Context: an optimization exercise on an open-source flow, tuned for a short achievable clock period and few clock cycles per item. The choices shown serve that exercise and are no tape-out recipe.
The RTL was checked by simulation tests, not by an equivalence proof against the original design.
No activity file was given, so power comes from the tool's default toggle rates.

==> design.v <==
`default_nettype none
package legv8_isa_pkg;
  localparam int NUM_REGS = 32;
  localparam int OFFSET_WIDTH = 9;   
  typedef logic [4:0] reg_index_t;
  localparam reg_index_t ZERO_REG = 5'd31;   
  typedef logic [10:0] opcode_t;
  localparam opcode_t OPCODE_LDUR = 11'b11111000010;
  localparam opcode_t OPCODE_STUR = 11'b11111000000;
  localparam opcode_t OPCODE_ADD  = 11'b10001011000;
  localparam opcode_t OPCODE_SUB  = 11'b11001011000;
  localparam opcode_t OPCODE_AND  = 11'b10001010000;
  localparam opcode_t OPCODE_ORR  = 11'b10101010000;
  typedef enum logic [3:0] {
    ALU_AND = 4'b0000,
    ALU_ORR = 4'b0001,
    ALU_ADD = 4'b0010,
    ALU_SUB = 4'b0110
  } alu_op_t;
endpackage
`default_nettype wire
`default_nettype none
package pipeline_pkg;
  localparam int DATA_WIDTH = 64;
  typedef logic [DATA_WIDTH-1:0] word_t;
  typedef enum logic [1:0] {
    FWD_NONE      = 2'b00,
    FWD_WRITEBACK = 2'b01,
    FWD_MEMORY    = 2'b10
  } forward_sel_t;
  typedef struct packed {
    logic                       reg_write;
    logic                       mem_read;
    logic                       mem_write;
    logic                       mem_to_reg;
    logic                       use_immediate;
    logic [3:0]                alu_op;
    word_t                      rn_data;
    word_t                      rm_data;
    word_t                      immediate;
    logic [4:0]                 rd;
    logic [4:0]                 rn;
    logic [4:0]                 rm;
  } decode_payload_t;
  typedef struct packed {
    logic                       reg_write;
    logic                       mem_read;
    logic                       mem_write;
    logic                       mem_to_reg;
    word_t                      alu_result;
    word_t                      store_data;
    logic [4:0]                 rd;
  } execute_payload_t;
  typedef struct packed {
    logic                       reg_write;
    logic                       mem_to_reg;
    word_t                      alu_result;
    word_t                      load_data;
    logic [4:0]                 rd;
  } memory_payload_t;
endpackage
`default_nettype wire
`timescale 1ns/1ps
`default_nettype none
module stage_register #(
  parameter int WIDTH = 1
) (
  input  wire              CLOCK,
  input  wire              reset,
  input  wire [WIDTH-1:0]  d,
  output logic [WIDTH-1:0] q
);
  always_ff @(posedge CLOCK) begin
    if (reset) begin
      q <= '0;   
    end else begin
      q <= d;
    end
  end
endmodule
`default_nettype wire
`timescale 1ns/1ps
`default_nettype none
import pipeline_pkg::*;
module fetch_unit #(
  parameter logic [63:0] RESET_PC = '0
) (
  input  wire                 CLOCK,
  input  wire                 reset,
  input  wire                 stall,
  input  wire [31:0]          instruction,
  output logic [63:0] instruction_address,
  output logic [63:0] fetched_pc,
  output logic [31:0]         fetched_instruction
);
  localparam logic [31:0] NOP_INSTRUCTION = 32'h0000_0000;   
  always_ff @(posedge CLOCK) begin
    if (reset) begin
      instruction_address <= RESET_PC;
    end else if (!stall) begin
      instruction_address <= instruction_address + 64'd4;
    end
  end
  always_ff @(posedge CLOCK) begin
    if (reset) begin
      fetched_pc          <= RESET_PC;
      fetched_instruction <= NOP_INSTRUCTION;
    end else if (!stall) begin   
      fetched_pc          <= instruction_address;
      fetched_instruction <= instruction;
    end
  end
endmodule
`default_nettype wire
`timescale 1ns/1ps
`default_nettype none
import legv8_isa_pkg::*;
import pipeline_pkg::*;
module instruction_decoder (
  input  wire [31:0]                   fetched_instruction,
  input  wire                          kill,
  input  wire [63:0]     rn_data,
  input  wire [63:0]     rm_data,
  output logic [4:0]    rn,
  output logic [4:0]    rm,
  output pipeline_pkg::decode_payload_t payload
);
  logic [10:0]    opcode;
  logic       reg_write;
  logic       mem_read;
  logic       mem_write;
  logic       mem_to_reg;
  logic       use_immediate;
  logic [3:0]    alu_op;
  logic [63:0]      offset;
  logic [4:0] rd;
  assign opcode = fetched_instruction[31:21];
  always_comb begin
    reg_write     = 1'b0;
    mem_read      = 1'b0;
    mem_write     = 1'b0;
    mem_to_reg    = 1'b0;
    use_immediate = 1'b0;
    alu_op        = ALU_ADD;
    offset        = '0;
    rn            = ZERO_REG;   
    rm            = ZERO_REG;
    rd            = ZERO_REG;
    case (opcode)
      OPCODE_LDUR: begin
        reg_write     = 1'b1;
        mem_read      = 1'b1;
        mem_to_reg    = 1'b1;
        use_immediate = 1'b1;
        offset        = {{(DATA_WIDTH-OFFSET_WIDTH){fetched_instruction[20]}},
                         fetched_instruction[20:12]};
        rn            = fetched_instruction[9:5];
        rd            = fetched_instruction[4:0];
      end
      OPCODE_STUR: begin
        mem_write     = 1'b1;
        use_immediate = 1'b1;
        offset        = {{(DATA_WIDTH-OFFSET_WIDTH){fetched_instruction[20]}},
                         fetched_instruction[20:12]};
        rn            = fetched_instruction[9:5];
        rm            = fetched_instruction[4:0];   
      end
      OPCODE_ADD, OPCODE_SUB, OPCODE_AND, OPCODE_ORR: begin
        reg_write = 1'b1;
        rn        = fetched_instruction[9:5];
        rm        = fetched_instruction[20:16];
        rd        = fetched_instruction[4:0];
        case (opcode)
          OPCODE_SUB: alu_op = ALU_SUB;
          OPCODE_AND: alu_op = ALU_AND;
          OPCODE_ORR: alu_op = ALU_ORR;
          default:    alu_op = ALU_ADD;
        endcase
      end
      default: ;   
    endcase
  end
  always_comb begin
    payload.reg_write     = reg_write && !kill;   
    payload.mem_read      = mem_read && !kill;
    payload.mem_write     = mem_write && !kill;
    payload.mem_to_reg    = mem_to_reg;
    payload.use_immediate = use_immediate;
    payload.alu_op        = alu_op;
    payload.rn_data       = rn_data;
    payload.rm_data       = rm_data;
    payload.immediate     = offset;
    payload.rd            = rd;
    payload.rn            = rn;
    payload.rm            = rm;
  end
endmodule
`default_nettype wire
`timescale 1ns/1ps
`default_nettype none
import legv8_isa_pkg::*;
import pipeline_pkg::*;
module register_file (
  input  wire                             CLOCK,
  input  wire                             reset,
  input  wire [4:0]  rn,
  input  wire [4:0]  rm,
  input  wire                             write_enable,
  input  wire [4:0]  write_index,
  input  wire [63:0]        write_data,
  output logic [63:0]             rn_data,
  output logic [63:0]             rm_data
);
  logic [63:0] regs [NUM_REGS];
  always_ff @(posedge CLOCK) begin
    if (reset) begin
      for (int i = 0; i < NUM_REGS; i++) begin
        regs[i] <= 64'(i);   
      end
    end else if (write_enable && write_index != ZERO_REG) begin
      regs[write_index] <= write_data;
    end
  end
  function automatic [63:0] read_port(input logic [4:0] index);
    if (index == ZERO_REG) begin
      read_port = 64'd0;
    end else if (write_enable && write_index == index) begin
      read_port = write_data;   
    end else begin
      read_port = regs[index];
    end
  endfunction
  always_comb begin
    rn_data = read_port(rn);
    rm_data = read_port(rm);
  end
endmodule
`default_nettype wire
`timescale 1ns/1ps
`default_nettype none
import legv8_isa_pkg::*;
import pipeline_pkg::*;
module hazard_unit (
  input  wire                             CLOCK,
  input  wire                             reset,
  input  wire [4:0]  rn,
  input  wire [4:0]  rm,
  input  wire                             execute_mem_read,
  input  wire [4:0]  execute_rd,
  input  wire [4:0]  ex_rn,
  input  wire [4:0]  ex_rm,
  input  wire                             memory_reg_write,
  input  wire [4:0]  memory_rd,
  input  wire                             writeback_reg_write,
  input  wire [4:0]  writeback_rd,
  output logic                            stall,
  output logic [1:0]      forward_rn,
  output logic [1:0]      forward_rm
);
  function automatic [1:0] select_source(input logic [4:0] source);
    if (memory_reg_write && memory_rd != ZERO_REG && memory_rd == source) begin
      select_source = FWD_MEMORY;
    end else if (writeback_reg_write && writeback_rd != ZERO_REG && writeback_rd == source) begin
      select_source = FWD_WRITEBACK;
    end else begin
      select_source = FWD_NONE;
    end
  endfunction
  always_comb begin
    forward_rn = select_source(ex_rn);
    forward_rm = select_source(ex_rm);
  end
  assign stall = execute_mem_read && execute_rd != ZERO_REG &&
                 (execute_rd == rn || execute_rd == rm);
endmodule
`default_nettype wire
`timescale 1ns/1ps
`default_nettype none
import legv8_isa_pkg::*;
import pipeline_pkg::*;
module execute_stage (
  input  wire pipeline_pkg::decode_payload_t  payload,
  input  wire [1:0]     forward_rn,
  input  wire [1:0]     forward_rm,
  input  wire [63:0]            memory_result,
  input  wire [63:0]            writeback_result,
  output pipeline_pkg::execute_payload_t      result
);
  logic [63:0] operand_a;
  logic [63:0] rm_value;
  logic [63:0] operand_b;
  logic [63:0] alu_result;
  function automatic [63:0] forward_mux(input logic [1:0] sel, input logic [63:0] own);
    case (sel)
      FWD_MEMORY:    forward_mux = memory_result;
      FWD_WRITEBACK: forward_mux = writeback_result;
      default:       forward_mux = own;
    endcase
  endfunction
  always_comb begin
    operand_a = forward_mux(forward_rn, payload.rn_data);
    rm_value  = forward_mux(forward_rm, payload.rm_data);
    operand_b = payload.use_immediate ? payload.immediate : rm_value;   
  end
  always_comb begin
    case (payload.alu_op)
      ALU_AND: alu_result = operand_a & operand_b;
      ALU_ORR: alu_result = operand_a | operand_b;
      ALU_ADD: alu_result = operand_a + operand_b;
      ALU_SUB: alu_result = operand_a - operand_b;
      default: alu_result = '0;
    endcase
  end
  always_comb begin
    result.reg_write  = payload.reg_write;
    result.mem_read   = payload.mem_read;
    result.mem_write  = payload.mem_write;
    result.mem_to_reg = payload.mem_to_reg;
    result.alu_result = alu_result;
    result.store_data = rm_value;   
    result.rd         = payload.rd;
  end
endmodule
`default_nettype wire
`timescale 1ns/1ps
`default_nettype none
import legv8_isa_pkg::*;
import pipeline_pkg::*;
module legv8_pipeline #(
  parameter logic [63:0] RESET_PC = '0
) (
  input  wire                      CLOCK,
  input  wire                      reset,
  input  wire [31:0]               instruction,
  input  wire [63:0] mem_read_data,
  output logic [63:0]      instruction_address,
  output logic [63:0]      mem_address,
  output logic [63:0]      mem_write_data,
  output logic                     mem_read,
  output logic                     mem_write
);
  logic [63:0]            fetched_pc;
  logic [31:0]      fetched_instruction;
  logic             stall;
  logic [4:0]       rn;
  logic [4:0]       rm;
  logic [63:0]            rn_data;
  logic [63:0]            rm_data;
  pipeline_pkg::decode_payload_t  decoded;
  pipeline_pkg::decode_payload_t  id_ex;
  logic [1:0]     forward_rn;
  logic [1:0]     forward_rm;
  pipeline_pkg::execute_payload_t executed;
  pipeline_pkg::execute_payload_t ex_mem;
  pipeline_pkg::memory_payload_t  memory_out;
  pipeline_pkg::memory_payload_t  mem_wb;
  logic [63:0]            writeback_value;
  fetch_unit #(
    .RESET_PC (RESET_PC)
  ) i_fetch_unit (
    .CLOCK               (CLOCK),
    .reset               (reset),
    .stall               (stall),
    .instruction         (instruction),
    .instruction_address (instruction_address),
    .fetched_pc          (fetched_pc),
    .fetched_instruction (fetched_instruction)
  );
  instruction_decoder i_instruction_decoder (
    .fetched_instruction (fetched_instruction),
    .kill                (stall),
    .rn_data             (rn_data),
    .rm_data             (rm_data),
    .rn                  (rn),
    .rm                  (rm),
    .payload             (decoded)
  );
  register_file i_register_file (
    .CLOCK        (CLOCK),
    .reset        (reset),
    .rn           (rn),
    .rm           (rm),
    .write_enable (mem_wb.reg_write),
    .write_index  (mem_wb.rd),
    .write_data   (writeback_value),
    .rn_data      (rn_data),
    .rm_data      (rm_data)
  );
  hazard_unit i_hazard_unit (
    .CLOCK               (CLOCK),
    .reset               (reset),
    .rn                  (rn),
    .rm                  (rm),
    .execute_mem_read    (id_ex.mem_read),
    .execute_rd          (id_ex.rd),
    .ex_rn               (id_ex.rn),
    .ex_rm               (id_ex.rm),
    .memory_reg_write    (ex_mem.reg_write),
    .memory_rd           (ex_mem.rd),
    .writeback_reg_write (mem_wb.reg_write),
    .writeback_rd        (mem_wb.rd),
    .stall               (stall),
    .forward_rn          (forward_rn),
    .forward_rm          (forward_rm)
  );
  stage_register #(.WIDTH($bits(decoded))) i_id_ex (
    .CLOCK (CLOCK),
    .reset (reset),
    .d     (decoded),
    .q     (id_ex)
  );
  execute_stage i_execute_stage (
    .payload          (id_ex),
    .forward_rn       (forward_rn),
    .forward_rm       (forward_rm),
    .memory_result    (ex_mem.alu_result),
    .writeback_result (writeback_value),
    .result           (executed)
  );
  stage_register #(.WIDTH($bits(executed))) i_ex_mem (
    .CLOCK (CLOCK),
    .reset (reset),
    .d     (executed),
    .q     (ex_mem)
  );
  assign mem_address    = ex_mem.alu_result;
  assign mem_write_data = ex_mem.store_data;
  assign mem_read       = ex_mem.mem_read;
  assign mem_write      = ex_mem.mem_write;
  always_comb begin
    memory_out.reg_write  = ex_mem.reg_write;
    memory_out.mem_to_reg = ex_mem.mem_to_reg;
    memory_out.alu_result = ex_mem.alu_result;
    memory_out.load_data  = ex_mem.mem_read ? mem_read_data : '0;   
    memory_out.rd         = ex_mem.rd;
  end
  stage_register #(.WIDTH($bits(memory_out))) i_mem_wb (
    .CLOCK (CLOCK),
    .reset (reset),
    .d     (memory_out),
    .q     (mem_wb)
  );
  assign writeback_value = mem_wb.mem_to_reg ? mem_wb.load_data : mem_wb.alu_result;
endmodule
`default_nettype wire
==> run.sh <==
#!/bin/bash
# synth_recipe.tcl (not shown) runs the flow's synth.tcl, then flattens the netlist and writes it again
# the make line also repeats each setting of config.mk as NAME=value (left out here)
make -C /OpenROAD-flow-scripts/flow DESIGN_CONFIG=/design/flow/config.mk WORK_HOME=/design/flow/orfs CLKGATE_MAP_FILE= SYNTH_SCRIPT=/design/flow/synth_recipe.tcl finish
==> config.mk <==
export PLATFORM = sky130hd
export DESIGN_NAME = legv8_pipeline
export DESIGN_NICKNAME = legv8_pipeline
export VERILOG_FILES = /design/flow/design.v
export SDC_FILE = /design/flow/constraint.sdc
export NUM_CORES = 4
export LEC_CHECK = 0
export CAP_MARGIN = 20
export CORE_MARGIN = 2
export CORE_UTILIZATION = 25
export PLACE_DENSITY = 0.3
export SETUP_SLACK_MARGIN = 0.3
export SLEW_MARGIN = 20
==> constraint.sdc <==
create_clock -name core_clock -period 7.0 [get_ports {CLOCK}]
set_input_delay 1.4000 -clock core_clock [delete_from_list [all_inputs] [get_ports {CLOCK}]]
set_output_delay 1.4000 -clock core_clock [all_outputs]
set_load 0.01 [all_outputs]
==> results.txt <==
[where the power goes]
part	switching [µW]	internal (µW)	leakage (µW)
logic	2680	1280	0.0244
registers	405	17000	0.0250
clock network	7560	9930	0.00523
total	10600	28200	0.0546
[what timing repair did]
action	CTS	global route
buffers inserted	5	22
hold endpoints to repair	0	0
gates cloned	0	2
resized for setup	25	44
endpoints found under the setup margin	13	11
pin swaps	7	28
[layout by cell type (no fill, tap or decap), drive strengths merged, types with 47 or more instances in the layout]
master | synthesis | layout
nand2 | 2681 | 2681
nor2 | 2444 | 2444
edfxtp | 2048 | 2048
buf | 436 | 808
o21ai | 626 | 626
nand3 | 590 | 590
dfxtp | 524 | 524
a311oi | 520 | 520
clkbuf | 1052 | 461
a21oi | 406 | 406
mux2i | 319 | 319
and3 | 305 | 305
a211oi | 290 | 290
clkdlybuf4s50 | 0 | 286
nor3 | 259 | 259
mux4 | 256 | 256
mux2 | 192 | 192
and2 | 130 | 130
xnor2 | 116 | 116
clkinv | 0 | 113
nor2b | 97 | 97
a31oi | 92 | 92
xor2 | 87 | 87
ha | 80 | 80
inv | 57 | 80
o211ai | 79 | 79
conb | 2 | 66
o311ai | 65 | 65
maj3 | 62 | 62
a22oi | 47 | 47
[worst register-to-register path: cells and delay by family, from the launching register on]
kind,cells,cell delay [ns]
AOI/OAI and AO/OA,13,2.86
and+or+nand+nor,5,1.47
buffers and inverters,5,0.89
xor gates and xnor gates,3,0.58
DFF,1,0.34
adders and majority gates,1,0.30
[layout make-up]
cell class / instances / area [µm²]
clock inverter: 161 / 1290
tap: 7234 / 9050
antenna: 24 / 60.1
sequential: 2572 / 72000
multi-input combinational: 10100 / 59900
clock buffer: 459 / 9400
fill: 56400 / 382000
inverter: 57 / 216
timing repair buffer: 1096 / 10400
[how the worst max path moves through the flow]
stage                       to  slack [ns]
5_1_grt        i_ex_mem.q[125]        0.22
4_1_cts        i_ex_mem.q[125]        0.30
6_report       i_ex_mem.q[125]        0.43
3_3_place_gp   i_ex_mem.q[131]       -0.58
3_5_place_dp   i_ex_mem.q[127]       -0.34
2_1_floorplan  i_ex_mem.q[125]        0.31
[sequential cells by signal, indices dropped and copies added, names as in the netlist]
name and count:
i_fetch_unit.fetched_instruction 30, i_register_file.regs 2048, i_ex_mem.q 137, i_id_ex.q 160, i_fetch_unit.instruction_address 62, i_mem_wb.q 135
[logic make-up after synthesis]
group                    synth area share (%)
AND/OR/NAND/NOR                          20.5
flip-flops                               52.8
AO/OA/AOI/OAI                            11.2
buffers and inverters                    4.87
multiplexers                             8.17
XOR/XNOR                                 1.31
adder cells (fa/ha/maj)                  1.20
other                                 0.00550
[layer usage]
layer	track usage, %	share of wire (%)	up-vias
li1	-	-	50500
met1	39.0	45	60900
met2	42.8	44	5789
met3	5.09	8.2	1025
met4	6.99	2.9	22
met5	0	0.019	-
[per-stage QoR]
stage / hold slack, ns / setup slack (ns) / util, % / setup TNS [ns]
2_1_floorplan: 0.414 / 0.306 / - / 0
3_3_place_gp: 0.436 / -0.579 / 27.8 / -2.46
3_5_place_dp: 0.438 / -0.336 / 27.8 / -0.976
4_1_cts: 0.451 / 0.302 / 29.8 / 0
5_1_grt: 0.467 / 0.218 / 29.8 / 0
6_report: 0.452 / 0.433 / 29.8 / 0
==> results.txt <==
EDFF count, synth=2048; routed wire length=around 780000 µm; router iterations before antenna repair=6; Tmin final=6.57 ns; Core Box Area=approximately 540000 µm²; Leak Pwr=about 0.055 µW; Die Area=552000 µm²; Area after DPL=about 150000 µm²; die height=743 µm; sequential share of the synthesized area=52.8%; RSZ-0062 raised after global routing=no; f_max=approximately 150 MHz; worst vdd ir=0.000179 V; Synth area leader=edfxtp_1; initial antenna violation count=95; Power Density=around 240 nW/µm²; clock latency on the worst-skew pair=1.01 ns; via-per-instance ratio=5.45; Worst Min Path Start=i_id_ex.q[213]; Port Buf Inserts=between 200 and 300; CTS tree=done; Layout area overhead=19.0%; largest net degree at the start of global routing=96; CTS max path bufs=4; Max stage delay cell, worst path=or4_4; Worst path depth=27; IO Count=~290; Setup violations, final=0; Post-Syn Area=136000 µm²; clock sink count=2572; number of max-cap violations=0; Power Total=between 30000 and 40000 µW; worst r2r src=i_id_ex.q[1]; Layout Cells excl Fill=between 20000 and 25000; outcome=timing/DRC/antenna clean; RR Endpoint=i_ex_mem.q[125]; initial drt markers=between 10000 and 15000; vias in the first global route=115000; Die X=~740 µm; Avg Synthesized Cell Area=9.63 µm²; Routed Antenna Nets=0; # hold bufs at CTS=0; most frequent cell after synthesis=nand2_1; CP startpoint=i_id_ex.q[1]; worst endpoint required time=between 7 and 8 ns; Avg WL per Cell=36.0 µm; Critical Path AT=around 7.4 ns; Hold Path Class=reg2reg; CP startpoint kind=flip-flop; register-to-register path setup slack=approximately 0.43 ns; Routability Congestion=0.858; H-tree depth=5; reg2reg path depth=27; Syn Inst Count=between 10000 and 15000; WHS Path Cells=1; crit path max fanout=4; max_slew headroom=16.3%; family with the most delay on the worst path=compound AO/OA/AOI/OAI gates; clk root buf=clkbuf_16; Setup CP Type=reg2reg; DPL Wire Length=around 470000 µm; Tightest Pin Transition=approximately 1.3 ns; Yosys top cell area share=a little under half; global route overflow=0; count of final max-slew check failures=0; Final Hold Fails=0; slowest stage delay, CP=roughly 0.56 ns; cts bufs inserted=343; Most used DFF post-synth=edfxtp_1; GRT Overall Usage=roughly 27%; Most common cell on crit path=buf_4; vias=118000; drt drc=0; Buf/Inv on CP=5; # placed instances=between 20000 and 25000; Worst Hold Path EP=i_ex_mem.q[134]; clock skew=0.0569 ns; top cells by area, synth=edfxtp_1 45%, dfxtp_1 7.7%, nand2_1 7.4%, nor2_1 6.7%, mux4_2 4.2%; Clock transition at path regs=0.06 ns; fraction of layout instances using a drive strength above 1=13.9%; Yosys cell types=99; Post-synth ARST share=0%; Initial Util=between 20% and 30%; number of synthesized register bits=around 2600; Setup crit end kind=flip-flop; warnings from Yosys=9; final net count=about 14000; first-pass GRT wire length=about 1000000 µm; final worst path period share=between 90% and 100%; Finished Cell Area=162000 µm²; top post-synthesis cells by count=2680 x nand2_1, 2442 x nor2_1, 2048 x edfxtp_1; num rows=between 200 and 300
Testbench counts, summed over its fixed seeds: cycles 29,464, items 27,584.

afterwards: timing with drivers on the ports:
No port has a modelled driver above. Below, the same layout with a new extraction and two added sets of constraints. Step 1 sets driving cells, clkbuf_16 on the clock port and buf_2 on the other inputs (assumed; they add their load-dependent delay and slew). Step 2 moves the port delays by t, midway between the first and last clock arrival at a register: inputs arrive t later, outputs are due t later. That takes back most of the time a late clock gives input paths. a / b / c = ideal / step 1 / step 2; a / b = the first two.
t (ns): 1.143
setup WS [ns]: 0.433 / 0.433 / 0.433
worst data-port slew with drivers (ns): 0.07
pins driven straight from the clock port: 1
After both steps setup and hold are still met in this run. For this run, drivers alone change the setup slack by 0.000 ns; drivers and shift together by 0.000 ns.
